This design comes from an exercise in tuning for small area on the open sky130 flow, not from production work. Function was checked by simulation only, so behaviour that the tests miss may differ from the original. Power is estimated from default activity; no workload was simulated.

==> flow/design.v (excerpt) <==
module multi_tick_counter #(
    parameter int CLK_FREQ     = 50_000,
    parameter int NUM_CH       = 8,
    parameter int BIT_WIDTH    = 32,
    parameter int DVSR_W       = 16,
    parameter int DEFAULT_DVSR = 50_000,
    parameter int LED_CH       = 0
) (
    input  logic                        clk,
    input  logic                        rst,
    input  logic [NUM_CH-1:0]           ch_en,
    input  logic [NUM_CH-1:0]           ch_up,
    input  logic [NUM_CH-1:0]           ch_oneshot,
    input  logic [NUM_CH-1:0]           clr,
    input  logic                        cfg_wr,
    input  logic [$clog2(NUM_CH):0]     cfg_ch,
    input  logic [DVSR_W-1:0]           cfg_dvsr,
    input  logic [BIT_WIDTH-1:0]        cfg_limit,
    output logic [NUM_CH*BIT_WIDTH-1:0] count_out,
    output logic [NUM_CH-1:0]           tc_pulse,
    output logic [NUM_CH-1:0]           done,
    output logic                        heartbeat,
    output logic [3:0]                  led
);
    localparam int CH_W = $clog2(NUM_CH) + 1;
    localparam int HB_W = (CLK_FREQ > 1) ? $clog2(CLK_FREQ) : 1;
    localparam logic [DVSR_W-1:0] DVSR_RST = DVSR_W'(DEFAULT_DVSR);
    logic [NUM_CH-1:0][DVSR_W-1:0]    q_x, q_q;
    logic [NUM_CH-1:0][DVSR_W-1:0]    dvsr_x, dvsr_q;
    logic [NUM_CH-1:0][BIT_WIDTH-1:0] count_q;
    logic [NUM_CH-1:0][BIT_WIDTH-1:0] limit_x, limit_q;
    logic [NUM_CH-1:0]                done_q;
    logic [NUM_CH-1:0]                tc_q;
    logic [3:0]                       led_q;
    logic                             heartbeat_q;
    for (genvar i = 0; i < NUM_CH; i++) begin : g_ch
        logic                 cfg_hit;
        logic [DVSR_W-1:0]    dvsr_d, q_d, q_t;
        logic [BIT_WIDTH-1:0] limit_d, count_d, c_t, ld_val;
  ...
clock: 5.0 ns
lec_check: 0
cap_margin: 20
core_margin: 2
core_utilization: 65
gpl_timing_driven: 0
place_density: 0.75
slew_margin: 20
standard.sh (not shown) runs the stock make flow with config.mk's settings and CLKGATE_MAP_FILE= SYNTH_SCRIPT=/design/flow/synth_recipe.tcl, a recipe that flattens the netlist after the stock synthesis.
==> flow/flow/run.sh <==
#!/bin/bash
# Standard ORFS layout (the standard.sh, unchanged synthesis) with these changes:
# Yosys/ABC buffers are removed at floorplan, input ports are buffered with buf_2 and output
# ports with buf_1 (flow/buffer_ports.tcl), and CTS uses small clock buffers in clusters of
# at most 8 sinks, with no dummy loads.
set -euo pipefail
HERE=$(pwd)
bash standard.sh \
  "REMOVE_ABC_BUFFERS=1" \
  "DONT_BUFFER_PORTS=1" \
  "PRE_GLOBAL_PLACE_TCL=$HERE/flow/buffer_ports.tcl" \
  "CTS_ARGS=-sink_clustering_enable -repair_clock_nets -dont_use_dummy_load -buf_list sky130_fd_sc_hd__clkbuf_4 -sink_clustering_size 8 -sink_clustering_max_diameter 40" \
  finish > standard_make.log 2>&1
==> flow/flow/buffer_ports.tcl <==
# Sourced by ORFS before global placement (PRE_GLOBAL_PLACE_TCL): buffer every input port
# with buf_2 (they fan out to all eight channels) and every output port with buf_1;
# DONT_BUFFER_PORTS=1 then skips ORFS's own buffer_ports call.
buffer_ports -inputs -buffer_cell sky130_fd_sc_hd__buf_2
buffer_ports -outputs -buffer_cell sky130_fd_sc_hd__buf_1
The baseline completed without violations.
Edit:
==> flow/flow/run.sh (replaced) <==
#!/bin/bash
# Standard ORFS layout (the standard.sh, unchanged synthesis) with these changes:
# Yosys/ABC buffers are removed at floorplan, ports are buffered with the smallest buffer,
# and CTS uses small clock buffers in clusters of at most 8 sinks, with no dummy loads.
set -euo pipefail
bash standard.sh \
  "REMOVE_ABC_BUFFERS=1" \
  "BUFFER_PORTS_ARGS=-buffer_cell sky130_fd_sc_hd__buf_1" \
  "CTS_ARGS=-sink_clustering_enable -repair_clock_nets -dont_use_dummy_load -buf_list sky130_fd_sc_hd__clkbuf_4 -sink_clustering_size 8 -sink_clustering_max_diameter 40" \
  finish > standard_make.log 2>&1
removed: flow/flow/buffer_ports.tcl
Result: Final cell count is about the same. Wire length stays flat. Via count stays flat. Total power stays flat. Flip-flop and latch count is unchanged. Synthesized cell count is unchanged. Worst setup slack improved by 76 ps. Global-route usage hardly moves. Clock power stays flat. Design area goes up by 0.46%.

==> what the ideal ports hide <==
In the flow no input, the clock included, has a driving cell. The finished layouts below were timed again as built, in two steps. Step 1 sets driving cells, clkbuf_16 on the clock port and buf_2 on the other inputs (assumed; they add their load-dependent delay and slew). Step 2, shift: input delay + t, output delay - t, t = (earliest + latest rising clock arrival at the registers) / 2. This alone moves slack from input paths to output paths. Three values: ideal ports, drivers, drivers and shift; two values: the first two.
run	t, ns	slack for setup (ns)	clock arrival spread, ns	slew at the worst register clock pin (ns)
the first run	1.050	0.219 / 0.218 / -0.398	0.093 / 0.093	0.10 / 0.10
the second run	1.056	0.294 / 0.294 / -0.439	0.100 / 0.101	0.10 / 0.10
Met with ideal ports but missed after step 2: setup timing in the first run and the second run. For the second run, which loses most, drivers alone change the setup slack by 0.000 ns; drivers and shift together by -0.733 ns.
